What follows belongs to an exercise in optimizing a design on an open flow for small area, a short achievable clock period and few clock cycles; a production flow would make more cautious choices.
RTL that was checked went through simulation tests only; none was proved equivalent to the original.
Function not checked in runs 1 and 2: the RTL went through the layout flow alone.
Power figures rest on the tool's default switching activity, not on a simulated workload.

==> design/flow/design.v <==
`default_nettype none
package axiAhbPkg;
    localparam int AddrWidth    = 32;
    localparam int DataWidth    = 32;
    localparam int IdWidth      = 4;
    localparam int MaxBeats     = 16;
    localparam int BeatIdxWidth = 4;
    typedef enum logic [1:0]
    {
        OKAY   = 2'd0,
        SLVERR = 2'd2
    } axiResp_e;
    typedef enum logic [1:0]
    {
        IDLE   = 2'd0,
        NONSEQ = 2'd2
    } ahbTrans_e;
    typedef enum logic [2:0]
    {
        BYTE = 3'd0,
        HALF = 3'd1,
        WORD = 3'd2
    } axiSize_e;
    typedef struct packed
    {
        logic [IdWidth-1:0]      id;
        logic [AddrWidth-1:0]    addr;
        logic [BeatIdxWidth-1:0] len;
        axiSize_e                size;
    } burstReq_t;
    typedef struct packed
    {
        logic [DataWidth-1:0] data;
        logic                 err;
    } readBeat_t;
endpackage
`default_nettype wire
`timescale 1ns/1ps
`default_nettype none
module axiToAhbBridge (
    input  wire         ACLK,
    input  wire         rst,
    input  wire         awValid,
    output logic        awReady,
    input  wire  [3:0]  awId,
    input  wire  [31:0] awAddr,
    input  wire  [3:0]  awLen,
    input  wire  [2:0]  awSize,
    input  wire         wValid,
    output logic        wReady,
    input  wire  [31:0] wData,
    input  wire         wLast,
    output logic        bValid,
    input  wire         bReady,
    output logic [3:0]  bId,
    output logic [1:0]  bResp,
    input  wire         arValid,
    output logic        arReady,
    input  wire  [3:0]  arId,
    input  wire  [31:0] arAddr,
    input  wire  [3:0]  arLen,
    input  wire  [2:0]  arSize,
    output logic        rValid,
    input  wire         rReady,
    output logic [3:0]  rId,
    output logic [31:0] rData,
    output logic [1:0]  rResp,
    output logic        rLast,
    output logic [31:0] hAddr,
    output logic        hWrite,
    output logic [2:0]  hSize,
    output logic [1:0]  hTrans,
    output logic [31:0] hWData,
    input  wire  [31:0] hRData,
    input  wire         hReady,
    input  wire         hResp
);
    logic [31:0] addr;       
    logic [3:0]  cnt;        
    logic [1:0]  size;
    logic [3:0]  id;
    logic        wr;         
    logic        err;        
    logic [31:0] data;       
    logic        idle;       
    logic        ap;         
    logic        dp;         
    logic        rp;         
    logic        wA;         
    logic        rA;         
    logic        rDp;        
    logic        rRp;        
    logic        wDpL;       
    logic        wRp;        
    logic        ldW;
    logic        ldR;
    logic [31:0] cAddr;
    logic [1:0]  cSize;
    logic [3:0]  cCnt;
    logic        issue;
    logic        accept;
    logic        dpDone;
    logic        respValid;
    logic        respReady;
    logic        apN;
    logic        dpN;
    logic        rpN;
    logic        wrN;
    assign arReady = idle;
    assign awReady = idle && !arValid;
    assign ldR     = arValid && idle;
    assign ldW     = awValid && awReady;
    assign cAddr = idle ? arAddr : addr;
    assign cSize = idle ? arSize[1:0] : size;
    assign cCnt  = idle ? arLen : cnt;
    assign issue  = (wA && wValid) || (rA && hReady && rReady) || ldR;
    assign accept = issue && hReady;
    assign dpDone = dp && hReady;
    assign hTrans = {issue, 1'b0};
    assign hAddr  = cAddr;
    assign hWrite = !idle && wr;
    assign hSize  = {1'b0, cSize};
    assign hWData = data;
    assign wReady = wA && hReady;
    assign bValid = wRp || (wDpL && hReady);
    assign bId    = id;
    assign bResp  = {err || (dp && hResp), 1'b0};
    assign rValid = rRp || (rDp && hReady);
    assign rId    = id;
    assign rData  = rp ? data : hRData;
    assign rResp  = {rp ? err : hResp, 1'b0};
    assign rLast  = !ap;
    assign respValid = bValid || rValid;
    assign respReady = wr ? bReady : rReady;
    assign wrN = idle ? ldW : wr;
    assign apN = ldW || ((ap || ldR) && !(accept && (cCnt == 4'd0)));
    assign dpN = accept || (dp && !hReady);
    assign rpN = respValid && !respReady;
    always_ff @(posedge ACLK)
    begin
        if (rst)
        begin
            idle <= 1'b1;
            ap   <= 1'b0;
            dp   <= 1'b0;
            rp   <= 1'b0;
            wA   <= 1'b0;
            rA   <= 1'b0;
            rDp  <= 1'b0;
            rRp  <= 1'b0;
            wDpL <= 1'b0;
            wRp  <= 1'b0;
        end
        else
        begin
            idle <= !(apN || dpN || rpN);
            ap   <= apN;
            dp   <= dpN;
            rp   <= rpN;
            wA   <= apN && wrN;
            rA   <= apN && !wrN;
            rDp  <= dpN && !wrN;
            rRp  <= rpN && !wrN;
            wDpL <= dpN && wrN && !(apN);
            wRp  <= rpN && wrN;
        end
    end
    logic ldDW;
    logic ldDR;
    logic ldDH;
    assign ldDW = wr && accept;
    assign ldDR = !wr && dpDone;
    assign ldDH = !(ldDW || ldDR);
    always_ff @(posedge ACLK)
    begin
        data <= ({32{ldDW}} & wData) | ({32{ldDR}} & hRData) | ({32{ldDH}} & data);
    end
    always_ff @(posedge ACLK)
    begin
        if (ldW)
        begin
            addr <= awAddr;
            cnt  <= awLen;
            size <= awSize[1:0];
        end
        else
        begin
            addr[31:12] <= cAddr[31:12];
            addr[11:0]  <= cAddr[11:0] + (accept ? (12'd1 << cSize) : 12'd0);
            cnt         <= cCnt - {3'd0, accept};
            size        <= cSize;
        end
        wr <= wrN;
        if (idle)
        begin
            id  <= ldW ? awId : arId;
            err <= 1'b0;
        end
        else if (wr)
            err <= err || (dp && hResp);
        else if (dpDone)
            err <= hResp;
    end
endmodule
`default_nettype wire
==> design/flow/config.mk <==
export PLATFORM = sky130hd
export DESIGN_NAME = axiToAhbBridge
export DESIGN_NICKNAME = axiToAhbBridge
export VERILOG_FILES = /design/flow/design.v
export SDC_FILE = /design/flow/constraint.sdc
export NUM_CORES = 4
export LEC_CHECK = 0
export CAP_MARGIN = 20
export CORE_MARGIN = 2
export CORE_UTILIZATION = 40
export SETUP_SLACK_MARGIN = 2.6
export SLEW_MARGIN = 20
==> design/flow/constraint.sdc <==
create_clock -name core_clock -period 5.5 [get_ports {ACLK}]
set_input_delay 1.1000 -clock core_clock [delete_from_list [all_inputs] [get_ports {ACLK}]]
set_output_delay 1.1000 -clock core_clock [all_outputs]
set_load 0.01 [all_outputs]
==> design/flow/standard.sh <==
#!/bin/bash
# synth_recipe.tcl (not shown) runs the flow's synth.tcl, then flattens the netlist and writes it again
# the make line also repeats each setting of config.mk as NAME=value (left out here)
make -C /OpenROAD-flow-scripts/flow DESIGN_CONFIG=/design/flow/config.mk WORK_HOME=/design/flow/orfs CLKGATE_MAP_FILE= SYNTH_SCRIPT=/design/flow/synth_recipe.tcl "${@:-finish}"
==> design/flow/flow/run.sh <==
#!/bin/bash
set -euo pipefail
export BUFFER_PORTS_ARGS="-buffer_cell sky130_fd_sc_hd__buf_1"
export RECOVER_POWER=100
export CTS_ARGS="-sink_clustering_enable -repair_clock_nets -dont_use_dummy_load -buf_list sky130_fd_sc_hd__clkbuf_8 -root_buf sky130_fd_sc_hd__clkbuf_8"
if ! bash standard.sh finish > make_finish.log 2>&1; then
  tail -50 make_finish.log
  exit 1
fi
==> qor.yml, run 1 <==
outcome:
  status: "finished with violations"
  so.violations: "max-capacitance violations, max-slew violations"
logic_synthesis:
  yosysWarnings: 1
  synthCells: 474
  ys_ff_latch: 86
  synth.avg_cell_area_um2: 9.276
  yosysUniqueCellTypes: 44
  synth_area_leaders: "dfxtp_1, mux2_2, nor2_1"
  yosysSeqAreaShare_pct: 40.07
  synth_top_area_share_pct: 37.34
  synth-edff-count: 4
  synthArstFlopShare_pct: 0
  syn_area_mm2: 0.004397
  ys.flop_type: "dfxtp_1"
  yosysTopAreaCell: "dfxtp_1"
finish:
  area_growth_pct: 30.59
  fillCellCount: 1072
  multiInputGateArea_mm2: 0.002454
  fin_util_pct: 53.20
  drive_above_1_share_pct: 11.46
  seqCellArea_mm2: 0.001762
  nNetsFinal: 911
  antenna_cells: 0
worst_hold_path:
  worstHoldPathType: "reg -> reg"
  hold_start: "data[8]"
timing:
  finalCriticalPeriod_ns: 3.670
  skew_ns: 0.01765
  setup_viol: 0
  period_share_pct: 66.72
  setup_ws_ns: 1.830
  holdWs_ns: 0.4761
  grt_setup_unrepaired: "true"
  worst_slew_pin_slew_ns: 2.110
  hold_violations: 0
  fmax_ghz: 0.2725
  slew_viol_final: 116
  max-slew-margin-rel_pct: -40.66
  setup_tns_ns: 0
clock_network:
  path_clk_slew_ns: 0.07
  tritoncts: "yes"
  clock_sinks: 86
  cts-root-buf: "clkbuf_8"
  insertion_delay_ns: 0.36
  cts_inserted_buffers: 9
  cts_max_path_buffers: 2
  cts_hold_buffers: 0
  cts_htree_levels: 3
floorplanning:
  die_w_um: 108.8
  ios: 280
  dieArea_mm2: 0.01185
  core_area_mm2: 0.01079
  initial_utilization_pct: 40.74
  rows: 38
  chipHeight_um: 108.8
routing:
  vias: 4372
  wl_per_cell_um: 14.88
  drc: 0
  final_antenna_net_count: 0
  wl_um: 13120
  dr.pass1.iters: 4
  via_per_inst: 4.957
  drt_iter0_markers: 308
power_and_ir_drop:
  p_sw_share_pct: 33.73
  ir_drop_mv: 0.1497
  p_per_area_mw_per_mm2: 310.5
  p_comb_share_pct: 32.7
  power_frac_seq_pct: 47.9
  clock_power_share_pct: 19.4
  internal_power_w: 0.001181
  total_leakage_power_nw: 2.436
  p_sw_w: 0.0006012
worst_setup_path:
  reg2reg_from: "idle"
  r2r_cells: 7
  ff2ff_setup_slack_ns: 1.83
  endpoint_kind: "output pin"
  crit_end: "rData[10]"
  r2r_end: "rA"
  worstPathArrival_ns: 2.57
  startpoint: "rp"
  start_kind: "flip-flop"
  cp.required_ns: 4.40
  crit_type: "reg -> out"
  cp_max_fo: 33
job:
  cap_viol_max_count: 3
grt:
  grt_pass1_wl_um: 19170
  overflow: 0
  grt_max_degree: 48
  grt_usage_pct: 20.97
  grt_pass1_vias: 4065
  antenna_found_initial: 0
placement:
  dp_hpwl_um: 10020
  dp_slack_ns: 2.125
  gp_congestion: 0.8429
  io_buffers: 272
repair_timing:
action	CTS	global route
setup buffers	2	15
setup endpoints to repair	47	19
pin swaps	1	15
resized for setup	3	15
metrics by stage:
stage | instance area (um^2) | total power [W] | std cells
floorplan | 4478 | 0.001231 | 477
global placement | 5495 | 0.001422 | 856
detailed placement | 5495 | 0.001440 | 856
CTS | 5649 | 0.001788 | 867
global route | 5742 | 0.001909 | 882
finish | 5742 | 0.001783 | 882
cells in the final DEF (no fill, tap or decap), types with 6 or more instances in the layout:
cell / n
buf_1: 270
dfxtp_1: 82
nor2_1: 78
mux2_2: 42
a21o_1: 33
a22o_1: 32
nand2_1: 31
mux2_1: 23
a21oi_1: 13
clkbuf_1: 11
buf_4: 11
inv_1: 9
xor2_1: 9
o21ai_0: 9
clkbuf_8: 9
mux2i_1: 7
nor3_1: 6
nand3_1: 6
metal layers:
layer | up-vias | part of all wire [%] | GRT usage [%]
li1 | 2169 | - | -
met1 | 2006 | 39 | 22.44
met2 | 181 | 51 | 38.44
met3 | 16 | 8.5 | 7.711
met4 | 0 | 1.5 | 6.136
met5 | - | 0 | 0
synth_stat cells (3+ instances only):
cell and instances:
a211oi_1 3, a21o_1 33, a21oi_1 14, a22o_1 32, and2_1 3, buf_2 8
buf_4 12, buf_6 3, clkbuf_1 15, dfxtp_1 82, edfxtp_1 4, ha_1 6
inv_1 13, mux2_2 65, mux2i_1 7, nand2_1 33, nand3_1 7, nor2_1 78
nor3_1 7, o21ai_0 5, o21ai_1 8, xor2_1 9
how the worst min path moves through the flow:
| stage | endpoint | slack [ns] | cells past startpoint |
|---|---|---|---|
| 3_5_place_dp | data[31] | 0.46 | 1 |
| 4_1_cts | data[31] | 0.48 | 1 |
| 6_report | data[8] | 0.48 | 1 |
| 2_1_floorplan | data[0] | 0.51 | 1 |
| 3_3_place_gp | data[30] | 0.45 | 1 |
| 5_1_grt | data[10] | 0.49 | 1 |
cells by family (layout without fill, tap and decap cells):
family / after synthesis / after routing / synth area share (%)
xor+xnor: 11 / 11 / 2.191
buf+inv: 53 / 318 / 6.289
compound gates: 102 / 102 / 17.02
mux: 72 / 72 / 18.24
other cells: 1 / 4 / 0.08529
flops: 86 / 86 / 40.07
simple gates: 142 / 142 / 13.94
fa+ha+maj: 7 / 7 / 2.163
worst max-delay path, stage by stage, from the launching register on:
cell      delay (ns)
dfxtp_1         0.31
clkbuf_1        1.30
mux2_2          0.45
buf_1           0.13
registers in the layout, indices dropped and copies added (netlist names), 2 cells and up:
register	count
data	32
addr	32
cnt	4
id	4
size	2
final cells by class:
| class | instances | share of cell area, % |
|---|---|---|
| inverters | 14 | 0.9588 |
| repair buffers | 295 | 20.42 |
| flip-flops and latches | 86 | 30.68 |
| well taps | 140 | 3.051 |
| clock buffers | 9 | 2.157 |
| multi-input cells | 338 | 42.73 |
power by group through the flow:
stage | Clock [W] | Combinational (W) | Sequential, W
floorplan | 0 | 0.000336 | 0.000896
global placement | 0 | 0.000548 | 0.000874
detailed placement | 0 | 0.000558 | 0.000881
CTS | 0.000355 | 0.000570 | 0.000864
global route | 0.000384 | 0.000653 | 0.000872
finish | 0.000345 | 0.000583 | 0.000855
==> inputs of run 2 (changes only) <==
==> design/flow/flow/run.sh (replaced) <==
#!/bin/bash
set -euo pipefail
export BUFFER_PORTS_ARGS="-buffer_cell sky130_fd_sc_hd__buf_1"
export CTS_ARGS="-sink_clustering_enable -repair_clock_nets -dont_use_dummy_load -buf_list sky130_fd_sc_hd__clkbuf_8 -root_buf sky130_fd_sc_hd__clkbuf_8"
if ! bash standard.sh finish > make_finish.log 2>&1; then
  tail -50 make_finish.log
  exit 1
fi
==> run 2 against run 1 <==
  * Final area grew 1.7%
  * Count of clock-buffer cells in the layout did not move
  * Global-route usage unchanged
  * Now clean on timing, DRC and antenna
  * Area after synthesis is the same
  * Cell count unchanged
  * Fmax is 27% higher
  * Via count about the same
  * Die area did not move
==> qor.yml, run 2 <==
grt:
  grtUsageMet3_pct: 7.711
  overflow: 0
  grt_pass1_wl_um: 19170
  grtUsageMet2_pct: 38.44
  busiest_layer: "met2"
  grt_max_degree: 48
  grt_pass1_vias: 4065
  use_met1_pct: 22.44
  grt_usage_pct: 20.97
  antenna_found_initial: 0
timing:
  setup_tns_ns: 0
  skew_ns: 0.01844
  setup_viol: 0
  worst_slew_pin_slew_ns: 0.8452
  slew_viol_final: 0
  period_share_pct: 52.43
  grt_setup_unrepaired: "true"
  hold_violations: 0
  finalCriticalPeriod_ns: 2.883
  fmax_ghz: 0.3468
  max-slew-margin-rel_pct: 43.65
logic_synthesis:
  synth-edff-count: 4
  ys_ff_latch: 86
  synthCells: 474
  synth_area_leaders: "dfxtp_1, mux2_2, nor2_1"
  yosysTopAreaCell: "dfxtp_1"
  syn_area_mm2: 0.004397
  synth_top_area_share_pct: 37.34
  synth_common_cells: "dfxtp_1, nor2_1, mux2_2"
  yosysUniqueCellTypes: 44
  synthArstFlopShare_pct: 0
  synth.avg_cell_area_um2: 9.276
  synth.most_common_cell: "dfxtp_1"
  yosysSeqAreaShare_pct: 40.07
  ys.flop_type: "dfxtp_1"
  yosysWarnings: 1
finish:
  fillCellCount: 1058
  final_common_cell: "buf_1"
  multiInputGateArea_mm2: 0.002485
  seqCellArea_mm2: 0.001765
  final_cell_mix: "buf_1, dfxtp_1, nor2_1"
  reg.largest.list: "addr: 32 flops, data: 32 flops"
  nNetsFinal: 911
  area_growth_pct: 32.81
  antenna_cells: 0
  drive_above_1_share_pct: 16.58
  fin_cells: 882
power_and_ir_drop:
  p_sw_share_pct: 33.47
  p_sw_w: 0.0006042
  total_leakage_power_nw: 2.485
  p_comb_share_pct: 33.5
  power_frac_seq_pct: 47.5
  internal_power_w: 0.001201
  ir_drop_mv: 0.1478
  clock_power_share_pct: 19.0
  p_per_area_mw_per_mm2: 309.2
routing:
  wl_um: 13130
  via_per_inst: 4.956
  drt_iter0_markers: 251
  drc: 0
  final_antenna_net_count: 0
  dr.pass1.iters: 8
  vias: 4371
  wl_per_cell_um: 14.89
placement:
  dp_hpwl_um: 10020
  gp_congestion: 0.8429
  numPlacedInstances: 856
  io_buffers: 272
floorplanning:
  initial_utilization_pct: 40.74
  chipHeight_um: 108.8
  die_w_um: 108.8
  dieArea_mm2: 0.01185
  ios: 280
  core_area_mm2: 0.01079
  rows: 38
worst_setup_path:
  max_stage_delay_ns: 0.46
  cp_max_fo: 5
  crit_type: "in -> reg"
  crit_chain: "buf_4 > a222oi_1 > nand2b_4 > nor3_1 > ha_2 > o21ai_1 > o21bai_4 > nand4_1 > xor2_1 > a21oi_1"
  cp_slowest_cell: "a222oi_1"
  endpoint_kind: "flip-flop"
  worstPathArrival_ns: 3.11
  r2r_cells: 12
  start_kind: "input pin"
  cp.required_ns: 5.73
clock_network:
  cts_max_path_buffers: 2
  path_clk_slew_ns: 0.07
  clock_sinks: 86
  tritoncts: "yes"
  insertion_delay_ns: 0.36
  cts_htree_levels: 3
  cts_inserted_buffers: 9
  cts-root-buf: "clkbuf_8"
outcome:
  status: "no timing/DRC/antenna violations"
worst_hold_path:
  worstHoldPathType: "reg -> reg"
  holdPathStages: 1
job:
  cap_viol_max_count: 0
==> run 2: cell counts after synthesis <==
No cell type changed its count.
==> run 2: power by group through the flow <==
stage               combinational [W]  sequential [W]  clock (W)
global route                 0.000675        0.000874   0.000384
finish                       0.000605        0.000857   0.000343
floorplan                    0.000336        0.000896          0
CTS                          0.000570        0.000864   0.000355
detailed placement           0.000558        0.000881          0
global placement             0.000548        0.000874          0
==> run 2: kinds of logic (layout without fill, tap and decap cells) <==
kind of cell             after synthesis  in the layout  synth area share, %
adder cells (fa/ha/maj)                7              7                2.163
XOR/XNOR                              11             11                2.191
AND/OR/NAND/NOR                      142            142                13.94
AO/OA/AOI/OAI                        102            102                17.02
multiplexers                          72             72                18.24
buffers and inverters                 53            318                6.289
other                                  1              4              0.08529
flip-flops                            86             86                40.07
==> run 2: through the flow <==
stage	utilization, %	hold slack [ns]	setup slack [ns]	power [W]	area, um^2
floorplan	-	0.5113	2.602	0.001231	4478
global placement	50.92	0.4535	2.179	0.001422	5495
detailed placement	50.92	0.4611	2.125	0.001440	5495
CTS	52.34	0.4782	2.529	0.001788	5649
global route	54.10	0.4886	2.530	0.001933	5839
finish	54.10	0.4756	2.617	0.001805	5839
==> run 2: path summary, 6_finish.rpt <==
| kind | startpoint | end | slack [ns] |
|---|---|---|---|
| setup / recovery | arValid | addr[11] | 2.62 |
| hold / removal | data[31] | data[31] | 0.48 |
| setup reg to reg | idle | addr[10] | 2.97 |
| hold reg to reg | data[31] | data[31] | 0.48 |
==> run 2: metal layers <==
layer	vias up	wire length, um
met5	-	0
met4	0	217
met3	17	1149
met2	191	6644
met1	1992	5121
li1	2171	-
==> run 2: what timing repair did <==
| item | in CTS | in global routing |
|---|---|---|
| endpoints found under the setup margin | 47 | 19 |
| hold buffers | 0 | 0 |
| resized for setup | 3 | 15 |
| setup buffers | 2 | 15 |
| endpoints found under the hold margin | 0 | 0 |
| pin swaps | 1 | 15 |
==> run 2: cell type report <==
| cell class | instances | share of cell area [%] |
|---|---|---|
| Timing Repair Buffer | 295 | 21.15 |
| Sequential cell | 86 | 30.23 |
| Multi-Input combinational cell | 338 | 42.55 |
| Clock buffer | 9 | 2.121 |
| Inverter | 14 | 0.9428 |
| Tap cell | 140 | 3.000 |
==> run 2: critical path: cells and delay by family <==
family                   cells  cell delay [ns]
AO/OA/AOI/OAI                4             0.90
XOR/XNOR                     1             0.17
adder cells (fa/ha/maj)      1             0.35
buffers and inverters        1             0.13
AND/OR/NAND/NOR              3             0.46
==> inputs of run 3 (changes only) <==
--- a/design/flow/design.v
+++ b/design/flow/design.v
@@ -130,6 +130,10 @@
     assign rData  = rp ? data : hRData;
     assign rResp  = {rp ? err : hResp, 1'b0};
     assign rLast  = !ap;
+    logic [11:0] incAddr;
+    logic [3:0]  decCnt;
+    assign incAddr = cAddr[11:0] + (12'd1 << cSize);
+    assign decCnt  = cCnt - 4'd1;
     assign respValid = bValid || rValid;
     assign respReady = wr ? bReady : rReady;
     assign wrN = idle ? ldW : wr;
@@ -186,8 +190,8 @@
         else
         begin
             addr[31:12] <= cAddr[31:12];
-            addr[11:0]  <= cAddr[11:0] + (accept ? (12'd1 << cSize) : 12'd0);
-            cnt         <= cCnt - {3'd0, accept};
+            addr[11:0]  <= accept ? incAddr : cAddr[11:0];
+            cnt         <= accept ? decCnt : cCnt;
             size        <= cSize;
         end
         wr <= wrN;
--- a/design/flow/config.mk
+++ b/design/flow/config.mk
@@ -8,5 +8,5 @@
 export CAP_MARGIN = 20
 export CORE_MARGIN = 2
 export CORE_UTILIZATION = 40
-export SETUP_SLACK_MARGIN = 2.6
+export SETUP_SLACK_MARGIN = 2.8
 export SLEW_MARGIN = 20
==> run 3 against run 2 <==
  * Area after synthesis grew 2.4%
  * Worst hold slack gained 0.0030 ns
  * Routed wire length grew 1.9%
  * Non-clock buffer count grew 7
  * Sequential power grew 3.0%
  * Via count grew 3.7%
  * Combinational power grew 19%
  * Cell count grew 3.1%
  * Utilization grew 2.7 points
  * Die area grew 2.3%
  * Synthesized cell count grew 4.0%
  * Critical path type unchanged
  * Register-to-register slack lost 0.10 ns
==> qor.yml, run 3 <==
worst_setup_path:
  worstPathArrival_ns: 3.00
  cp_common_cell: "inv_2"
  r2r_cells: 13
  ff2ff_setup_slack_ns: 2.87
  cp_slowest_cell: "fa_2"
  startpoint: "arSize[1]"
  reg2reg_from: "idle"
  start_kind: "input pin"
  r2r_end: "addr[6]"
  endpoint_kind: "flip-flop"
  crit_type: "in -> reg"
  crit_end: "addr[6]"
  max_stage_delay_ns: 0.41
  cp_max_fo: 4
  crit_chain: "buf_6 > mux2i_4 > inv_2 > nor2_2 > ha_2 > inv_2 > fa_2 > nor2b_4 > o21ai_4 > buf_4 > a211oi_2 > xnor2_1 > a21oi_1"
  cp.required_ns: 5.68
finish:
  final_cell_mix: "buf_1, nor2_1, dfxtp_1"
  reg.largest.list: "addr: 32 flops, data: 32 flops"
  antenna_cells: 0
  fin_util_pct: 56.76
  area_growth_pct: 37.31
  nNetsFinal: 938
  drive_above_1_share_pct: 20.55
  final_common_cell: "buf_1"
clock_network:
  cts_max_path_buffers: 2
  tritoncts: "yes"
  clock_sinks: 86
  cts-root-buf: "clkbuf_8"
  cts_inserted_buffers: 9
  cts_htree_levels: 3
  path_clk_slew_ns: 0.07
  insertion_delay_ns: 0.34
logic_synthesis:
  yosysTopAreaCell: "dfxtp_1"
  syn_area_mm2: 0.004501
  synth-edff-count: 4
  ys.flop_type: "dfxtp_1"
  synth_common_cells: "nor2_1, dfxtp_1, mux2_2"
  synth_top_area_share_pct: 36.47
  yosysSeqAreaShare_pct: 39.14
  synthCells: 493
  synthArstFlopShare_pct: 0
  yosysWarnings: 1
  ys_ff_latch: 86
  synth.avg_cell_area_um2: 9.129
  synth.most_common_cell: "nor2_1"
  yosysUniqueCellTypes: 43
  synth_area_leaders: "dfxtp_1, mux2_2, nor2_1"
grt:
  grt_usage_pct: 20.55
  grt_pass1_vias: 4144
  use_met1_pct: 22.72
  grt_pass1_wl_um: 19260
  grtUsageMet3_pct: 5.703
  grtUsageMet2_pct: 38.12
  overflow: 0
  busiest_layer: "met2"
  antenna_found_initial: 0
  grt_max_degree: 52
routing:
  via_per_inst: 4.987
  dr.pass1.iters: 4
  wl_per_cell_um: 14.72
  drt_iter0_markers: 152
  vias: 4533
  wl_um: 13380
  drc: 0
  final_antenna_net_count: 0
timing:
  max-slew-margin-rel_pct: 37.19
  skew_ns: 0.01416
  fmax_ghz: 0.3545
  finalCriticalPeriod_ns: 2.821
  setup_viol: 0
  period_share_pct: 51.29
  worst_slew_pin_slew_ns: 0.9388
  setup_ws_ns: 2.679
  slew_viol_final: 0
  setup_tns_ns: 0
  hold_violations: 0
  grt_setup_unrepaired: "true"
floorplanning:
  dieArea_mm2: 0.01212
  core_area_mm2: 0.01089
  initial_utilization_pct: 41.34
  rows: 38
  ios: 280
  chipHeight_um: 110.1
  die_w_um: 110.1
outcome:
  status: "no timing/DRC/antenna violations"
power_and_ir_drop:
  p_per_area_mw_per_mm2: 314.6
  total_leakage_power_nw: 2.735
  p_total_w: 0.001944
  ir_drop_mv: 0.1344
job:
  cap_viol_max_count: 0
placement:
  dp_slack_ns: 2.286
  dp_hpwl_um: 9589
  gp_congestion: 0.8012
  io_buffers: 272
worst_hold_path:
  worstHoldPathType: "reg -> reg"
-- run 3: cell types whose count changed after synthesis, sizes merged, moves of 3 or more --
cell | previous run | this run
nor2b | 0 | 5
nand3 | 7 | 4
a21o | 33 | 37
xnor2 | 2 | 11
mux2 | 65 | 61
xor2 | 9 | 1
nor3 | 7 | 3
mux2i | 7 | 10
nor2 | 80 | 90
inv | 14 | 18
nand2 | 33 | 29
-- run 3: per-stage QoR --
step / hold slack, ns / cell area (um^2) / std cells
after floorplan: 0.4978 / 4554 / 496
after global placement: 0.4504 / 5564 / 874
after detailed placement: 0.4641 / 5564 / 874
after CTS: 0.4815 / 5942 / 897
after global routing: 0.4918 / 6180 / 909
final: 0.4786 / 6180 / 909
-- run 3: cell type report --
class	instances	area (um^2)
clock buffers	9	123.9
fillers	1013	4708
inverters	18	67.56
multi-input cells	354	2633
flip-flops and latches	86	1765
well taps	140	175.2
repair buffers	302	1415
-- run 3: worst max-delay path: cells and delay by family --
family / cells / cell delay [ns]
AOI/OAI and AO/OA: 3 / 0.38
xor gates and xnor gates: 1 / 0.14
adders and majority gates: 2 / 0.60
buffers and inverters: 4 / 0.35
muxes: 1 / 0.16
and+or+nand+nor: 2 / 0.28
-- run 3: cells by family (layout without fill, tap and decap cells) --
family	Yosys count	after routing	share of synthesized area (%)
and+or+nand+nor	146	147	13.79
AOI/OAI and AO/OA	113	113	18.63
DFF	86	86	39.14
muxes	71	71	17.49
buffers and inverters	57	329	6.422
xor gates and xnor gates	12	12	2.335
adders and majority gates	7	7	2.113
other	1	4	0.08332
-- run 3: power breakdown --
part | internal, W | switching (W) | leakage, nW
Clock | 0.000147 | 0.000197 | 0.0647
Combinational | 0.000348 | 0.000369 | 1.94
Sequential | 0.000788 | 0.0000950 | 0.728
-- run 3: per-layer routing --
| layer | vias to the layer above | routed length [um] |
|---|---|---|
| met5 | - | 0 |
| met4 | 0 | 182 |
| met3 | 15 | 1086 |
| met2 | 183 | 6746 |
| met1 | 2089 | 5366 |
| li1 | 2246 | - |
-- run 3: worst min path at each step --
stage                  start        to  slack, ns  cells after the start
floorplan                err       err       0.50                      2
global placement     data[7]   data[7]       0.45                      1
detailed placement  data[26]  data[26]       0.46                      1
CTS                 data[26]  data[26]       0.48                      1
global route        data[26]  data[26]       0.49                      1
finish              data[25]  data[25]       0.48                      1
-- run 3: repair_timing --
item	4_1_cts	5_1_grt
endpoints found under the setup margin	88	58
hold buffers	0	0
gates resized for setup	40	57
setup buffers	13	12
cloned	1	0
pin swaps	9	10
Testbench counts of run 3, summed over its fixed seeds: cycles 19,428.
==> inputs of run 4 (changes only) <==
--- a/design/flow/config.mk
+++ b/design/flow/config.mk
@@ -7,6 +7,7 @@
 export LEC_CHECK = 0
 export CAP_MARGIN = 20
 export CORE_MARGIN = 2
-export CORE_UTILIZATION = 40
-export SETUP_SLACK_MARGIN = 2.8
+export CORE_UTILIZATION = 55
+export PLACE_DENSITY = 0.7
+export SETUP_SLACK_MARGIN = 2.7
 export SLEW_MARGIN = 20
==> run 4 against run 3 <==
  * Combinational power fell by 7.3%
  * Sequential cell count did not move
  * Routed wire length rose by 1.8%
  * Final area fell by 5.1%
  * Fmax fell by 1.5%
  * Clock skew rose by 0.016 ns
  * Area after synthesis did not move
  * Via count rose by 0.79%
  * Non-clock buffer count fell by 13
  * Sequential power rose by 0.5%
  * Die area fell by 26%
  * Critical path type unchanged
==> qor.yml, run 4 <==
timing:
  finalCriticalPeriod_ns: 2.864
  skew_ns: 0.03047
  slew_viol_final: 0
  worst_slew_pin_slew_ns: 0.9562
  fmax_ghz: 0.3492
  setup_viol: 0
  grt_setup_unrepaired: "true"
  period_share_pct: 52.06
  setup_tns_ns: 0
  hold_violations: 0
  max-slew-margin-rel_pct: 36.02
logic_synthesis:
  synth.avg_cell_area_um2: 9.129
  synth.most_common_cell: "nor2_1"
  synth_fa_ha_area_share_pct: 2.113
  synthCells: 493
  ys_ff_latch: 86
  yosysUniqueCellTypes: 43
  yosysSeqAreaShare_pct: 39.14
  yosysTopAreaCell: "dfxtp_1"
  synth_common_cells: "nor2_1, dfxtp_1, mux2_2"
  yosysWarnings: 1
  synth_top_area_share_pct: 36.47
  synth_area_leaders: "dfxtp_1, mux2_2, nor2_1"
  yosys.area_share.simple_pct: 13.79
  synthXorXnorAreaFrac_pct: 2.335
  muxShareOfSynthArea_pct: 17.49
  syn_area_mm2: 0.004501
  synthArstFlopShare_pct: 0
  synth_top_family_by_area: "compound AO/OA/AOI/OAI gates"
  ys.flop_type: "dfxtp_1"
  synth-edff-count: 4
  synth_compound_area_share_pct: 18.63
job:
  cap_viol_max_count: 0
finish:
  final_cell_mix: "buf_1, nor2_1, dfxtp_1"
  drive_above_1_share_pct: 14.81
  reg.largest.list: "addr: 32 flops, data: 32 flops"
  fin_area_mm2: 0.005862
  nNetsFinal: 925
  antenna_cells: 0
  area_growth_pct: 30.25
  final_common_cell: "buf_1"
floorplanning:
  chipHeight_um: 94.46
  core_area_mm2: 0.007848
  dieArea_mm2: 0.008923
  initial_utilization_pct: 57.35
  die_w_um: 94.46
  rows: 32
  ios: 280
clock_network:
  insertion_delay_ns: 0.35
  cts_inserted_buffers: 9
  path_clk_slew_ns: 0.08
  cts-root-buf: "clkbuf_8"
  cts_hold_buffers: 0
  tritoncts: "yes"
  clock_sinks: 86
  cts_htree_levels: 3
  cts_max_path_buffers: 2
worst_setup_path:
  cp_common_cell: "inv_2"
  cp_max_fo: 5
  cp_top_family: "adder cells"
  worstPathArrival_ns: 3.06
  endpoint_kind: "flip-flop"
  path_buf_inv: 3
  cp.required_ns: 5.70
  startpoint: "arSize[1]"
  crit_type: "in -> reg"
  start_kind: "input pin"
  cp_slowest_cell: "fa_2"
  reg2reg_from: "idle"
  crit_chain: "buf_6 > mux2i_4 > inv_2 > nor2_2 > ha_2 > inv_2 > fa_2 > nor2b_4 > o21ai_4 > a2111oi_4 > xnor2_1 > a21oi_1"
  max_stage_delay_ns: 0.41
grt:
  grt_usage_pct: 28.19
  grt_pass1_vias: 4293
  grt_max_degree: 52
  antenna_found_initial: 0
  grt_pass1_wl_um: 19780
  overflow: 0
routing:
  drt_iter0_markers: 171
  final_antenna_net_count: 0
  via_per_inst: 5.325
  wl_met3_um: 990
  dr.max_layer_used: "met4"
  drc: 0
  vias: 4569
  wl_per_cell_um: 15.88
  dr.pass1.iters: 4
  wl_met1_um: 5241
  wl_um: 13630
  wl_met2_um: 6943
worst_hold_path:
  worstHoldPathType: "reg -> reg"
  hold_start: "data[7]"
placement:
  io_buffers: 272
  dp_hpwl_um: 9887
  gp_congestion: 0.8412
  placed_cell_area_mm2: 0.005517
power_and_ir_drop:
  total_leakage_power_nw: 2.520
  ir_drop_mv: 0.1912
  p_per_area_mw_per_mm2: 323.6
outcome:
  status: "no timing/DRC/antenna violations"
==> run 4: per-layer routing <==
| layer | global-route usage (%) | vias to the layer above |
|---|---|---|
| met5 | 0 | - |
| li1 | - | 2228 |
| met1 | 32.03 | 2120 |
| met4 | 13.77 | 0 |
| met3 | 6.704 | 33 |
| met2 | 49.58 | 188 |
==> run 4: area by class of cell <==
type | instances | area, um^2
well taps | 102 | 127.6
repair buffers | 289 | 1214
multi-input cells | 354 | 2564
inverters | 18 | 67.56
flip-flops and latches | 86 | 1765
fillers | 636 | 1986
clock buffers | 9 | 123.9
==> run 4: cells by family (layout without fill, tap and decap cells) <==
group	after synthesis	in the layout
AND/OR/NAND/NOR	146	147
AO/OA/AOI/OAI	113	113
flip-flops	86	86
multiplexers	71	71
buffers and inverters	57	316
XOR/XNOR	12	12
adder cells (fa/ha/maj)	7	7
other	1	4
==> run 4: stage by stage <==
| stage | hold WS, ns | worst slack, ns | power, W | instances | utilization, % |
|---|---|---|---|---|---|
| after floorplan | 0.4978 | 2.576 | 0.001295 | 496 | - |
| final | 0.4759 | 2.636 | 0.001897 | 858 | 74.70 |
| after global placement | 0.4509 | 2.125 | 0.001492 | 836 | 70.30 |
| after detailed placement | 0.4618 | 2.116 | 0.001517 | 836 | 70.30 |
| after CTS | 0.4781 | 2.676 | 0.001868 | 848 | 72.64 |
| after global routing | 0.4899 | 2.499 | 0.002016 | 858 | 74.70 |
==> run 4: worst register-to-register path: stages (launching register included) <==
cell       delay [ns]
dfxtp_4          0.50
mux2i_4          0.35
inv_2            0.08
nor2_2           0.11
ha_2             0.20
inv_2            0.05
fa_2             0.41
nor2b_4          0.15
o21ai_4          0.08
a2111oi_4        0.35
xnor2_1          0.16
a21oi_1          0.08
==> run 4: worst paths after layout <==
| path | cells past startpoint | to | slack, ns |
|---|---|---|---|
| setup / recovery | 12 | addr[8] | 2.64 |
| hold / removal | 1 | data[7] | 0.48 |
| setup reg to reg | 11 | addr[8] | 2.86 |
| hold reg to reg | 1 | data[7] | 0.48 |
==> run 4: what timing repair did <==
action,4_1_cts,5_1_grt
gates resized for setup,9,13
buffers inserted,2,9
gates cloned,1,1
endpoints found under the setup margin,67,56
pin swaps,3,10
==> run 4: report_power, final <==
part           switching (W)  internal (W)  total [W]
registers          0.0000984      0.000788   0.000887
clock network       0.000198      0.000147   0.000345
logic               0.000359      0.000306   0.000665
==> inputs of run 5 (changes only) <==
--- a/design/flow/config.mk
+++ b/design/flow/config.mk
@@ -9,5 +9,5 @@
 export CORE_MARGIN = 2
 export CORE_UTILIZATION = 55
 export PLACE_DENSITY = 0.7
-export SETUP_SLACK_MARGIN = 2.7
+export SETUP_SLACK_MARGIN = 2.65
 export SLEW_MARGIN = 20
==> run 5 against run 4 <==
  * First-iteration DRC count fell by 24%
  * Non-clock buffer count is 4 lower
  * Routed wire length down 2.4%
  * Cell count is 0.47% lower
  * Highest routed layer unchanged
  * Sequential power shrank 0.5%
  * Die area stayed put
  * Largest power group unchanged
  * Sequential cell count stayed put
  * Worst setup slack better by 0.049 ns
  * Critical path depth down 8
  * Worst hold slack improved by 0.0038 ns
  * Clock skew decreased by 0.012 ns
==> qor.yml, run 5 <==
outcome:
  status: "no timing/DRC/antenna violations"
logic_synthesis:
  synth.avg_cell_area_um2: 9.129
  synth_top_area_share_pct: 36.47
  yosysTopAreaCell: "dfxtp_1"
  synthCells: 493
  yosysWarnings: 1
  ys_ff_latch: 86
  synth.most_common_cell: "nor2_1"
  synth_common_cells: "nor2_1, dfxtp_1, mux2_2"
  synthArstFlopShare_pct: 0
  yosysUniqueCellTypes: 43
  ys.flop_type: "dfxtp_1"
  syn_area_mm2: 0.004501
  yosysSeqAreaShare_pct: 39.14
  synth-edff-count: 4
  synth_area_leaders: "dfxtp_1, mux2_2, nor2_1"
timing:
  setup_tns_ns: 0
  setup_viol: 0
  fmax_ghz: 0.3553
  skew_ns: 0.01895
  hold_violations: 0
  grt_setup_unrepaired: "true"
  period_share_pct: 51.18
  worst_slew_pin_slew_ns: 0.9417
  max-slew-margin-rel_pct: 36.99
  finalCriticalPeriod_ns: 2.815
  holdWs_ns: 0.4797
  slew_viol_final: 0
clock_network:
  path_clk_slew_ns: 0.06
  cts_hold_buffers: 0
  cts_max_path_buffers: 2
  clock_sinks: 86
  tritoncts: "yes"
  cts-root-buf: "clkbuf_8"
  cts_inserted_buffers: 9
  insertion_delay_ns: 0.35
  cts_htree_levels: 3
finish:
  fin_area_mm2: 0.005817
  nNetsFinal: 921
  drive_above_1_share_pct: 14.36
  final_cell_mix: "buf_1, nor2_1, dfxtp_1"
  reg.largest.list: "addr: 32 flops, data: 32 flops"
  antenna_cells: 0
  final_common_cell: "buf_1"
  area_growth_pct: 29.25
grt:
  grt_pass1_vias: 4217
  overflow: 0
  grt_max_degree: 52
  grt_usage_pct: 28.12
  grt_pass1_wl_um: 19500
  antenna_found_initial: 0
floorplanning:
  chipHeight_um: 94.46
  dieArea_mm2: 0.008923
  rows: 32
  die_w_um: 94.46
  initial_utilization_pct: 57.35
  ios: 280
  core_area_mm2: 0.007848
routing:
  drt_iter0_markers: 130
  wl_um: 13300
  wl_per_cell_um: 15.57
  vias: 4569
  dr.pass1.iters: 5
  via_per_inst: 5.350
  final_antenna_net_count: 0
  drc: 0
power_and_ir_drop:
  p_total_w: 0.001884
  total_leakage_power_nw: 2.496
  ir_drop_mv: 0.1722
  p_per_area_mw_per_mm2: 323.9
placement:
  dp_hpwl_um: 9929
  io_buffers: 272
  gp_congestion: 0.8264
  placed_cell_area_mm2: 0.005517
worst_hold_path:
  holdPathStages: 1
  hold_start: "data[9]"
  worstHoldPathType: "reg -> reg"
worst_setup_path:
  endpoint_kind: "output pin"
  crit_type: "in -> out"
  r2r_end: "addr[11]"
  worstPathArrival_ns: 1.71
  r2r_cells: 8
  ff2ff_setup_slack_ns: 2.94
  reg2reg_from: "idle"
  crit_end: "hAddr[9]"
  cp_max_fo: 4
  startpoint: "arAddr[9]"
  cp.required_ns: 4.40
  start_kind: "input pin"
job:
  cap_viol_max_count: 0
-- run 5: cell types whose count changed in the layout (fill, tap and decap cells not counted), sizes merged --
cell / before / now
clkbuf: 11 / 10
buf: 287 / 284
-- run 5: worst min-delay path by stage --
| stage | end | slack, ns |
|---|---|---|
| after floorplan | err | 0.50 |
| after global placement | data[8] | 0.45 |
| after detailed placement | data[25] | 0.46 |
| after CTS | data[25] | 0.48 |
| after global routing | data[23] | 0.50 |
| final | data[9] | 0.48 |
-- run 5: timing repair --
| action | 4_1_cts | 5_1_grt |
|---|---|---|
| buffers inserted | 3 | 5 |
| pin swaps | 1 | 3 |
| resized for setup | 8 | 11 |
| setup endpoints to repair | 99 | 58 |
| hold endpoints to repair | 0 | 0 |
| gates cloned | 1 | 0 |
-- run 5: final cells by class --
| cell class | count | area (um^2) |
|---|---|---|
| Tap cell | 102 | 127.6 |
| Fill cell | 639 | 2031 |
| Sequential cell | 86 | 1767 |
| Timing Repair Buffer | 285 | 1177 |
| Multi-Input combinational cell | 354 | 2554 |
| Clock buffer | 9 | 123.9 |
| Inverter | 18 | 67.56 |
-- run 5: kinds of logic (layout without fill, tap and decap cells) --
logic type | count (synthesis) | after routing | synth area share (%)
other | 1 | 4 | 0.08332
and+or+nand+nor | 146 | 147 | 13.79
DFF | 86 | 86 | 39.14
xor gates and xnor gates | 12 | 12 | 2.335
muxes | 71 | 71 | 17.49
AOI/OAI and AO/OA | 113 | 113 | 18.63
buffers and inverters | 57 | 312 | 6.422
adders and majority gates | 7 | 7 | 2.113
-- run 5: report_power, final --
part	internal (W)	leakage, nW	total [W]	switching [W]
sequential	0.000788	0.728	0.000883	0.0000951
combinational	0.000298	1.70	0.000657	0.000358
clock	0.000147	0.0647	0.000344	0.000197
total	0.00123	2.50	0.00188	0.000651
-- run 5: layer usage --
metal  vias to the layer above  global-route usage, %  part of all wire, %
met2                       198                  51.07                   53
li1                       2215                      -                    -
met5                         -                      0                    0
met4                         0                  10.51                  2.3
met3                        27                  7.821                  7.9
met1                      2129                  31.23                   37
-- run 5: worst max-delay path, cell delays in order --
cell and delay [ns]:
buf_1 0.09, mux2i_2 0.32, inv_1 0.07, buf_1 0.13
-- run 5: stage by stage --
| step | util (%) | cells | setup WS (ns) |
|---|---|---|---|
| 3_5_place_dp | 70.30 | 836 | 2.144 |
| 6_report | 74.12 | 854 | 2.685 |
| 3_3_place_gp | 70.30 | 836 | 2.133 |
| 5_1_grt | 74.12 | 854 | 2.608 |
| 4_1_cts | 72.86 | 849 | 2.655 |
| 2_1_floorplan | - | 496 | 2.576 |
==> inputs of run 6 (changes only) <==
--- a/design/flow/config.mk
+++ b/design/flow/config.mk
@@ -7,7 +7,6 @@
 export LEC_CHECK = 0
 export CAP_MARGIN = 20
 export CORE_MARGIN = 2
-export CORE_UTILIZATION = 55
-export PLACE_DENSITY = 0.7
-export SETUP_SLACK_MARGIN = 2.65
+export CORE_UTILIZATION = 40
+export SETUP_SLACK_MARGIN = 2.6
 export SLEW_MARGIN = 20
==> run 6 against run 5 <==
  * Via count is 2.1% lower
  * Fmax down 1.3%
  * Non-clock buffer count decreased by 1
  * Worst setup slack worse by 0.038 ns
  * Clock skew is 0.011 ns lower
  * Area after synthesis unchanged
  * Routed wire length down 1.8%
  * Synthesized cell count unchanged
  * Highest routed layer unchanged
  * Power shrank 1.2%
  * Critical path depth is the same
  * Critical endpoint is now hAddr[7]
  * Sequential cell count is the same
  * Clock power grew 1%
==> qor.yml, run 6 <==
outcome:
  status: "no timing/DRC/antenna violations"
finish:
  final_common_cell: "buf_1"
  fillCellCount: 1076
  antenna_cells: 0
  seqCellArea_mm2: 0.001765
  nNetsFinal: 920
  drive_above_1_share_pct: 12.92
  reg.largest.list: "addr: 32 flops, data: 32 flops"
  area_growth_pct: 28.55
  fin_area_mm2: 0.005786
  fin_util_pct: 53.14
  multiInputGateArea_mm2: 0.002509
  final_cell_mix: "buf_1, nor2_1, dfxtp_1"
routing:
  drt_iter0_markers: 176
  drc: 0
  via_per_inst: 5.021
  vias: 4474
  wl_per_cell_um: 14.66
  dr.pass1.iters: 4
  final_antenna_net_count: 0
  wl_um: 13060
timing:
  grt_setup_unrepaired: "true"
  finalCriticalPeriod_ns: 2.852
  max-slew-margin-rel_pct: 60.36
  slew_viol_final: 0
  fmax_ghz: 0.3506
  setup_viol: 0
  period_share_pct: 51.86
  skew_ns: 0.008143
  setup_tns_ns: 0
  worst_slew_pin_slew_ns: 0.5946
  hold_violations: 0
power_and_ir_drop:
  p_per_area_mw_per_mm2: 321.6
  ir_drop_mv: 0.1585
  total_leakage_power_nw: 2.475
clock_network:
  cts_inserted_buffers: 9
  clock_sinks: 86
  path_clk_slew_ns: 0.07
  insertion_delay_ns: 0.35
  cts_max_path_buffers: 2
  cts_htree_levels: 3
  tritoncts: "yes"
  cts-root-buf: "clkbuf_8"
worst_setup_path:
  cp.required_ns: 4.40
  endpoint_kind: "output pin"
  cp_slowest_cell: "mux2i_1"
  worstPathArrival_ns: 1.75
  max_stage_delay_ns: 0.35
  start_kind: "input pin"
  cp_common_cell: "buf_1"
  crit_type: "in -> out"
  cp_max_fo: 3
  crit_chain: "buf_1 > mux2i_1 > inv_1 > buf_1"
grt:
  overflow: 0
  grt_usage_pct: 19.80
  grt_max_degree: 52
  grt_pass1_wl_um: 18620
  antenna_found_initial: 0
  grt_pass1_vias: 4062
floorplanning:
  chipHeight_um: 110.1
  ios: 280
  dieArea_mm2: 0.01212
  core_area_mm2: 0.01089
  rows: 38
  die_w_um: 110.1
  initial_utilization_pct: 41.34
placement:
  placed_cell_area_mm2: 0.005569
  dp_hpwl_um: 9790
  gp_congestion: 0.8299
  io_buffers: 272
logic_synthesis:
  syn_area_mm2: 0.004501
  yosysWarnings: 1
  yosysTopAreaCell: "dfxtp_1"
  yosysSeqAreaShare_pct: 39.14
  synthCells: 493
  yosysUniqueCellTypes: 43
  synth_common_cells: "nor2_1, dfxtp_1, mux2_2"
  ys_ff_latch: 86
  synth.most_common_cell: "nor2_1"
  synth_top_area_share_pct: 36.47
  ys.flop_type: "dfxtp_1"
  synth.avg_cell_area_um2: 9.129
  synth-edff-count: 4
  synthArstFlopShare_pct: 0
  synth_area_leaders: "dfxtp_1, mux2_2, nor2_1"
job:
  cap_viol_max_count: 0
worst_hold_path:
  worstHoldPathType: "reg -> reg"
-- run 6: cell counts after synthesis --
Identical to the previous run, type by type.
-- run 6: area by class of cell --
cell class,count,area share (%)
clock buffers,9,2.141
inverters,18,1.168
multi-input cells,354,43.36
flip-flops and latches,86,30.51
well taps,140,3.028
repair buffers,284,19.79
-- run 6: worst paths after layout --
kind / startpoint / to / slack (ns) / cells after the start
hold / removal: data[26] / data[26] / 0.47 / 1
setup / recovery: arAddr[7] / hAddr[7] / 2.65 / 4
hold reg to reg: data[26] / data[26] / 0.47 / 1
setup reg to reg: idle / addr[8] / 2.93 / 12
-- run 6: power breakdown --
part           switching (W)  leakage, nW  internal, W
clock network       0.000202       0.0647     0.000147
registers          0.0000903        0.728     0.000788
logic               0.000346         1.68     0.000288
-- run 6: metrics by stage --
step,hold WS (ns),total power [W],instances,setup slack [ns]
final,0.4728,0.001861,891,2.648
after floorplan,0.4978,0.001295,496,2.576
after global placement,0.4522,0.001504,875,2.333
after CTS,0.4744,0.001878,885,2.614
after detailed placement,0.4572,0.001518,875,2.299
after global routing,0.4903,0.002000,891,2.559
-- run 6: cells by family (layout without fill, tap and decap cells) --
family	Yosys count	count (layout)	synth area share (%)
mux	71	71	17.49
xor+xnor	12	12	2.335
fa+ha+maj	7	7	2.113
simple gates	146	147	13.79
other cells	1	4	0.08332
buf+inv	57	311	6.422
compound gates	113	113	18.63
flops	86	86	39.14
-- run 6: what timing repair did --
action | 4_1_cts | 5_1_grt
buffers inserted | 1 | 5
endpoints found under the setup margin | 40 | 51
cloned | 0 | 1
endpoints found under the hold margin | 0 | 0
gates resized for setup | 3 | 1
hold buffers | 0 | 0
pin swaps | 0 | 3
-- run 6: worst max-delay path, delay by kind of cell --
family                 cells  cell delay [ns]
multiplexers               1             0.35
buffers and inverters      3             0.31
-- run 6: per-layer routing --
layer	part of all wire [%]	track usage [%]	vias up
met2	49	35.28	195
met5	0	0	-
met1	39	21.47	2050
met3	9.4	6.408	16
met4	1.8	8.318	0
li1	-	-	2213
==> inputs of run 7 (changes only) <==
==> design/flow/flow/run.sh (replaced) <==
#!/bin/bash
set -euo pipefail
export BUFFER_PORTS_ARGS="-buffer_cell sky130_fd_sc_hd__buf_1"
export CTS_ARGS="-sink_clustering_enable -repair_clock_nets -dont_use_dummy_load -buf_list sky130_fd_sc_hd__clkbuf_8 -root_buf sky130_fd_sc_hd__clkbuf_8 -sink_clustering_size 40 -sink_clustering_max_diameter 150"
if ! bash standard.sh finish > make_finish.log 2>&1; then
  tail -50 make_finish.log
  exit 1
fi
--- a/design/flow/config.mk
+++ b/design/flow/config.mk
@@ -7,6 +7,7 @@
 export LEC_CHECK = 0
 export CAP_MARGIN = 20
 export CORE_MARGIN = 2
-export CORE_UTILIZATION = 40
-export SETUP_SLACK_MARGIN = 2.6
+export CORE_UTILIZATION = 55
+export PLACE_DENSITY = 0.7
+export SETUP_SLACK_MARGIN = 2.65
 export SLEW_MARGIN = 20
==> run 7 against run 6 <==
  * Highest routed layer unchanged
  * Area after synthesis is the same
  * Still clean on timing, DRC and antenna
  * Power rose by 1.3%
  * Critical path depth is the same
  * First-iteration DRC count fell by 26%
==> qor.yml, run 7 <==
finish:
  final_cell_mix: "buf_1, nor2_1, dfxtp_1"
  reg.largest.list: "addr: 32 flops, data: 32 flops"
  antenna_cells: 0
  fin_cells: 854
  final_common_cell: "buf_1"
  area_growth_pct: 29.25
  nNetsFinal: 921
  drive_above_1_share_pct: 14.36
routing:
  wl_um: 13300
  final_antenna_net_count: 0
  dr.pass1.iters: 5
  wl_per_cell_um: 15.57
  drc: 0
  vias: 4569
  via_per_inst: 5.350
  drt_iter0_markers: 130
logic_synthesis:
  ys.flop_type: "dfxtp_1"
  synth_top_area_share_pct: 36.47
  synthArstFlopShare_pct: 0
  synth_common_cells: "nor2_1, dfxtp_1, mux2_2"
  yosysSeqAreaShare_pct: 39.14
  ys_ff_latch: 86
  yosysTopAreaCell: "dfxtp_1"
  synth-edff-count: 4
  yosysWarnings: 1
  synth_area_leaders: "dfxtp_1, mux2_2, nor2_1"
  synth.most_common_cell: "nor2_1"
  yosysUniqueCellTypes: 43
  synth.avg_cell_area_um2: 9.129
  synthCells: 493
  syn_area_mm2: 0.004501
power_and_ir_drop:
  total_leakage_power_nw: 2.496
  ir_drop_mv: 0.1722
  p_per_area_mw_per_mm2: 323.9
timing:
  setup_ws_ns: 2.685
  worst_slew_pin_slew_ns: 0.9417
  slew_viol_final: 0
  grt_setup_unrepaired: "true"
  setup_viol: 0
  finalCriticalPeriod_ns: 2.815
  max-slew-margin-rel_pct: 36.99
  hold_violations: 0
  skew_ns: 0.01895
  setup_tns_ns: 0
  fmax_ghz: 0.3553
  period_share_pct: 51.18
floorplanning:
  core_area_mm2: 0.007848
  dieArea_mm2: 0.008923
  ios: 280
  rows: 32
  die_w_um: 94.46
  chipHeight_um: 94.46
  initial_utilization_pct: 57.35
worst_setup_path:
  reg2reg_from: "idle"
  max_stage_delay_ns: 0.32
  start_kind: "input pin"
  cp.required_ns: 4.40
  cp_slowest_cell: "mux2i_2"
  ff2ff_setup_slack_ns: 2.94
  r2r_end: "addr[11]"
  crit_type: "in -> out"
  cp_common_cell: "buf_1"
  worstPathArrival_ns: 1.71
  crit_chain: "buf_1 > mux2i_2 > inv_1 > buf_1"
  cp_max_fo: 4
  r2r_cells: 8
  crit_end: "hAddr[9]"
  startpoint: "arAddr[9]"
  endpoint_kind: "output pin"
clock_network:
  cts_htree_levels: 3
  cts-root-buf: "clkbuf_8"
  cts_hold_buffers: 0
  path_clk_slew_ns: 0.06
  tritoncts: "yes"
  cts_inserted_buffers: 9
  clock_sinks: 86
  cts_max_path_buffers: 2
  insertion_delay_ns: 0.35
placement:
  gp_congestion: 0.8264
  numPlacedInstances: 836
  dp_hpwl_um: 9929
  io_buffers: 272
  dp_slack_ns: 2.144
grt:
  grt_max_degree: 52
  overflow: 0
  grt_pass1_wl_um: 19500
  antenna_found_initial: 0
  grt_usage_pct: 28.12
  grt_pass1_vias: 4217
job:
  cap_viol_max_count: 0
outcome:
  status: "no timing/DRC/antenna violations"
worst_hold_path:
  worstHoldPathType: "reg -> reg"
-- run 7: cell counts after synthesis --
Identical to the previous run, type by type.
-- run 7: how the worst min path moves through the flow --
stage	slack, ns	cells past startpoint	start	end
after floorplan	0.50	2	err	err
after global placement	0.45	1	data[8]	data[8]
after detailed placement	0.46	1	data[25]	data[25]
after CTS	0.48	1	data[25]	data[25]
after global routing	0.50	1	data[23]	data[23]
final	0.48	1	data[9]	data[9]
-- run 7: area by class of cell --
cell class | count | area, um^2
Timing Repair Buffer | 285 | 1177
Inverter | 18 | 67.56
Clock buffer | 9 | 123.9
Tap cell | 102 | 127.6
Fill cell | 639 | 2031
Multi-Input combinational cell | 354 | 2554
Sequential cell | 86 | 1767
-- run 7: stage by stage --
step	hold WS [ns]	total power, W	cell area, um^2	utilization, %
6_report	0.4797	0.001884	5817	74.12
5_1_grt	0.4993	0.002008	5817	74.12
4_1_cts	0.4811	0.001873	5718	72.86
3_5_place_dp	0.4639	0.001518	5517	70.30
3_3_place_gp	0.4512	0.001493	5517	70.30
2_1_floorplan	0.4978	0.001295	4554	-
-- run 7: logic make-up after synthesis --
| group | after synthesis | share of synthesized area, % |
|---|---|---|
| AOI/OAI and AO/OA | 113 | 18.63 |
| xor gates and xnor gates | 12 | 2.335 |
| adders and majority gates | 7 | 2.113 |
| buffers and inverters | 57 | 6.422 |
| DFF | 86 | 39.14 |
| muxes | 71 | 17.49 |
| other | 1 | 0.08332 |
| and+or+nand+nor | 146 | 13.79 |
-- run 7: power by group --
group	leakage, nW	switching, W	internal [W]
Clock	0.0647	0.000197	0.000147
Combinational	1.70	0.000358	0.000298
Sequential	0.728	0.0000951	0.000788
Total	2.50	0.000651	0.00123
-- run 7: worst max-delay path: cells and delay by family --
kind / cells / cell delay (ns)
buffers and inverters: 3 / 0.29
multiplexers: 1 / 0.32
-- run 7: timing repair --
| action | CTS | global route |
|---|---|---|
| resized for setup | 8 | 11 |
| gates cloned | 1 | 0 |
| pin swaps | 1 | 3 |
| setup endpoints to repair | 99 | 58 |
| buffers inserted | 3 | 5 |
-- run 7: layer usage --
| layer | share of wire [%] | GRT usage, % | vias up | routed length, um |
|---|---|---|---|---|
| li1 | - | - | 2215 | - |
| met1 | 37 | 31.23 | 2129 | 4928 |
| met2 | 53 | 51.07 | 198 | 7020 |
| met3 | 7.9 | 7.821 | 27 | 1045 |
| met4 | 2.3 | 10.51 | 0 | 303 |
| met5 | 0 | 0 | - | 0 |
==> inputs of run 8 (changes only) <==
==> design/flow/flow/run.sh (replaced) <==
#!/bin/bash
set -euo pipefail
export BUFFER_PORTS_ARGS="-buffer_cell sky130_fd_sc_hd__buf_1"
export CTS_ARGS="-sink_clustering_enable -repair_clock_nets -dont_use_dummy_load -buf_list sky130_fd_sc_hd__clkbuf_16 -root_buf sky130_fd_sc_hd__clkbuf_16 -sink_clustering_size 100 -sink_clustering_max_diameter 1000"
if ! bash standard.sh finish > make_finish.log 2>&1; then
  tail -50 make_finish.log
  exit 1
fi
==> run 8 against run 7 <==
  * Worst setup slack lost 0.017 ns
  * Count of clock-buffer cells in the layout is the same
  * Final area grew 2.4%
  * Cell count grew 0.12%
  * Fmax shrank 0.61%
  * Synthesized cell count is the same
  * Critical path type unchanged
  * Largest cell class unchanged
  * Highest routed layer unchanged
==> qor.yml, run 8 <==
timing:
  skew_ns: 0.01451
  worst_slew_pin_slew_ns: 0.9308
  max-slew-margin-rel_pct: 37.72
  setup_tns_ns: 0
  setup_viol: 0
  grt_setup_unrepaired: "true"
  fmax_ghz: 0.3531
  finalCriticalPeriod_ns: 2.832
  period_share_pct: 51.49
  setup_ws_ns: 2.668
  hold_violations: 0
  slew_viol_final: 0
logic_synthesis:
  ys.flop_type: "dfxtp_1"
  synth.avg_cell_area_um2: 9.129
  synthArstFlopShare_pct: 0
  yosysUniqueCellTypes: 43
  ys_ff_latch: 86
  synthCells: 493
  yosysTopAreaCell: "dfxtp_1"
  synth_common_cells: "nor2_1, dfxtp_1, mux2_2"
  syn_area_mm2: 0.004501
  synth.most_common_cell: "nor2_1"
  synth_area_leaders: "dfxtp_1, mux2_2, nor2_1"
  synth-edff-count: 4
  synth_top_area_share_pct: 36.47
  yosysWarnings: 1
  yosysSeqAreaShare_pct: 39.14
placement:
  numPlacedInstances: 836
  dp_hpwl_um: 9929
  placed_cell_area_mm2: 0.005517
  io_buffers: 272
  dp_slack_ns: 2.144
  gp_congestion: 0.8264
finish:
  fin_cells: 855
  final_cell_mix: "buf_1, nor2_1, dfxtp_1"
  reg.largest.list: "addr: 32 flops, data: 32 flops"
  area_growth_pct: 32.33
  multiInputGateArea_mm2: 0.002580
  nNetsFinal: 922
  antenna_cells: 0
  fin_area_mm2: 0.005956
  seqCellArea_mm2: 0.001767
  fillCellCount: 606
  drive_above_1_share_pct: 14.74
  final_common_cell: "buf_1"
clock_network:
  cts_max_path_buffers: 2
  cts_htree_levels: 3
  insertion_delay_ns: 0.33
  cts_inserted_buffers: 9
  cts-root-buf: "clkbuf_16"
  cts_hold_buffers: 0
  tritoncts: "yes"
  clock_sinks: 86
  path_clk_slew_ns: 0.06
worst_setup_path:
  crit_chain: "buf_2 > mux2i_4 > inv_2 > buf_4 > buf_6"
  cp_max_fo: 3
  max_stage_delay_ns: 0.19
  cp_slowest_cell: "mux2i_4"
  cp.required_ns: 4.40
  crit_type: "in -> out"
  worstPathArrival_ns: 1.73
  cp_top_family: "buffers and inverters"
  endpoint_kind: "output pin"
  start_kind: "input pin"
  path_buf_inv: 4
power_and_ir_drop:
  p_sw_share_pct: 32.74
  clock_power_share_pct: 24.3
  power_frac_seq_pct: 43.1
  internal_power_w: 0.001382
  p_per_area_mw_per_mm2: 345.0
  p_sw_w: 0.0006727
  total_leakage_power_nw: 2.554
  p_total_w: 0.002055
  p_comb_share_pct: 32.5
  ir_drop_mv: 0.2049
floorplanning:
  ios: 280
  die_w_um: 94.46
  core_area_mm2: 0.007848
  rows: 32
  initial_utilization_pct: 57.35
  dieArea_mm2: 0.008923
  chipHeight_um: 94.46
routing:
  vias: 4580
  wl_per_cell_um: 15.70
  dr.pass1.iters: 7
  wl_um: 13420
  final_antenna_net_count: 0
  drc: 0
  drt_iter0_markers: 162
  via_per_inst: 5.357
job:
  cap_viol_max_count: 0
outcome:
  status: "no timing/DRC/antenna violations"
grt:
  grt_max_degree: 52
  overflow: 0
  grt_pass1_wl_um: 19640
  grt_pass1_vias: 4329
  antenna_found_initial: 0
  grt_usage_pct: 28.15
worst_hold_path:
  worstHoldPathType: "reg -> reg"
## run 8: cell types whose count changed in the layout (fill, tap and decap cells not counted), sizes merged
cell,previous run,this run
buf,284,286
clkbuf,10,9
## run 8: layout make-up
type                    count  area share, %
clock buffers               9          3.782
multi-input cells         354          43.32
flip-flops and latches     86          29.66
well taps                 102          2.143
inverters                  18          1.134
repair buffers            286          19.96
## run 8: kinds of logic after synthesis
| family | count (synthesis) | share of synthesized area [%] |
|---|---|---|
| AOI/OAI and AO/OA | 113 | 18.63 |
| xor gates and xnor gates | 12 | 2.335 |
| adders and majority gates | 7 | 2.113 |
| buffers and inverters | 57 | 6.422 |
| DFF | 86 | 39.14 |
| muxes | 71 | 17.49 |
| other | 1 | 0.08332 |
| and+or+nand+nor | 146 | 13.79 |
## run 8: power groups by stage
| stage | clock network (W) | logic, W | registers [W] |
|---|---|---|---|
| after CTS | 0.000509 | 0.000640 | 0.000890 |
| after detailed placement | 0 | 0.000612 | 0.000906 |
| after global routing | 0.000537 | 0.000734 | 0.000904 |
| after global placement | 0 | 0.000597 | 0.000896 |
| final | 0.000500 | 0.000669 | 0.000886 |
| after floorplan | 0 | 0.000372 | 0.000923 |
## run 8: repair_timing
action,4_1_cts,5_1_grt
pin swaps,8,7
cloned,1,0
setup buffers,5,4
gates resized for setup,13,12
endpoints found under the setup margin,86,63
hold endpoints to repair,0,0
## run 8: path summary, 6_finish.rpt
kind | cells after the start | to | start | slack [ns]
setup / recovery | 5 | hSize[0] | arSize[0] | 2.67
hold / removal | 1 | data[25] | data[25] | 0.48
setup reg to reg | 12 | addr[8] | idle | 2.95
hold reg to reg | 1 | data[25] | data[25] | 0.48
## run 8: routing by layer
metal / track usage, % / vias to the layer above / share of wire, %
met5: 0 / - / 0
met4: 9.662 / 0 / 2.0
met3: 7.103 / 25 / 8.0
met2: 52.92 / 209 / 53
met1: 30.55 / 2126 / 37
li1: - / 2220 / -
## run 8: per-stage QoR
step                      utilization, %  hold WS, ns
after CTS                          74.39       0.4756
after global placement             70.30       0.4512
after floorplan                        -       0.4978
after detailed placement           70.30       0.4639
final                              75.89       0.4757
after global routing               75.89       0.4935
## run 8: worst reg2reg max path, cell delays in order, from the launching register on
cell and delay [ns]:
dfxtp_4 0.38, buf_12 0.17, mux2i_4 0.30, inv_2 0.07, nor2_2 0.10, ha_2 0.20, inv_2 0.04, fa_2 0.36
nor2b_4 0.14, o21ai_4 0.09, a2111oi_4 0.33, xnor2_1 0.16, a21oi_1 0.07

## what the ideal ports hide
The flow's constraints put no driver on any port. The routed layouts listed below were extracted and timed again, unchanged, in two steps.
Step 1, drivers: a clkbuf_16 drives ACLK and a buf_2 each remaining input, both assumed.
Step 2 also shifts input and output timing later by t, the mid clock arrival at the registers, as if the neighbouring blocks saw the same clock.
a / b / c = ideal / step 1 / step 2; a / b = the first two.
| run | t, ns | setup WS [ns] | latest minus earliest clock arrival (ns) |
|---|---|---|---|
| run 1 | 0.384 | 1.830 / 1.799 / 1.776 | 0.017 / 0.018 |
| run 2 | 0.382 | 2.617 / 2.586 / 2.241 | 0.019 / 0.018 |
| run 3 | 0.365 | 2.679 / 2.676 / 2.311 | 0.015 / 0.014 |
| run 4 | 0.364 | 2.636 / 2.615 / 2.265 | 0.031 / 0.031 |
| run 5 | 0.371 | 2.685 / 2.654 / 2.324 | 0.019 / 0.019 |
| run 6 | 0.384 | 2.648 / 2.628 / 2.286 | 0.012 / 0.012 |
| run 7 | 0.371 | 2.685 / 2.654 / 2.324 | 0.019 / 0.019 |
| run 8 | 0.358 | 2.668 / 2.626 / 2.349 | 0.014 / 0.014 |
For run 2, which loses most, drivers alone change the setup slack by -0.031 ns; drivers and shift together by -0.376 ns.
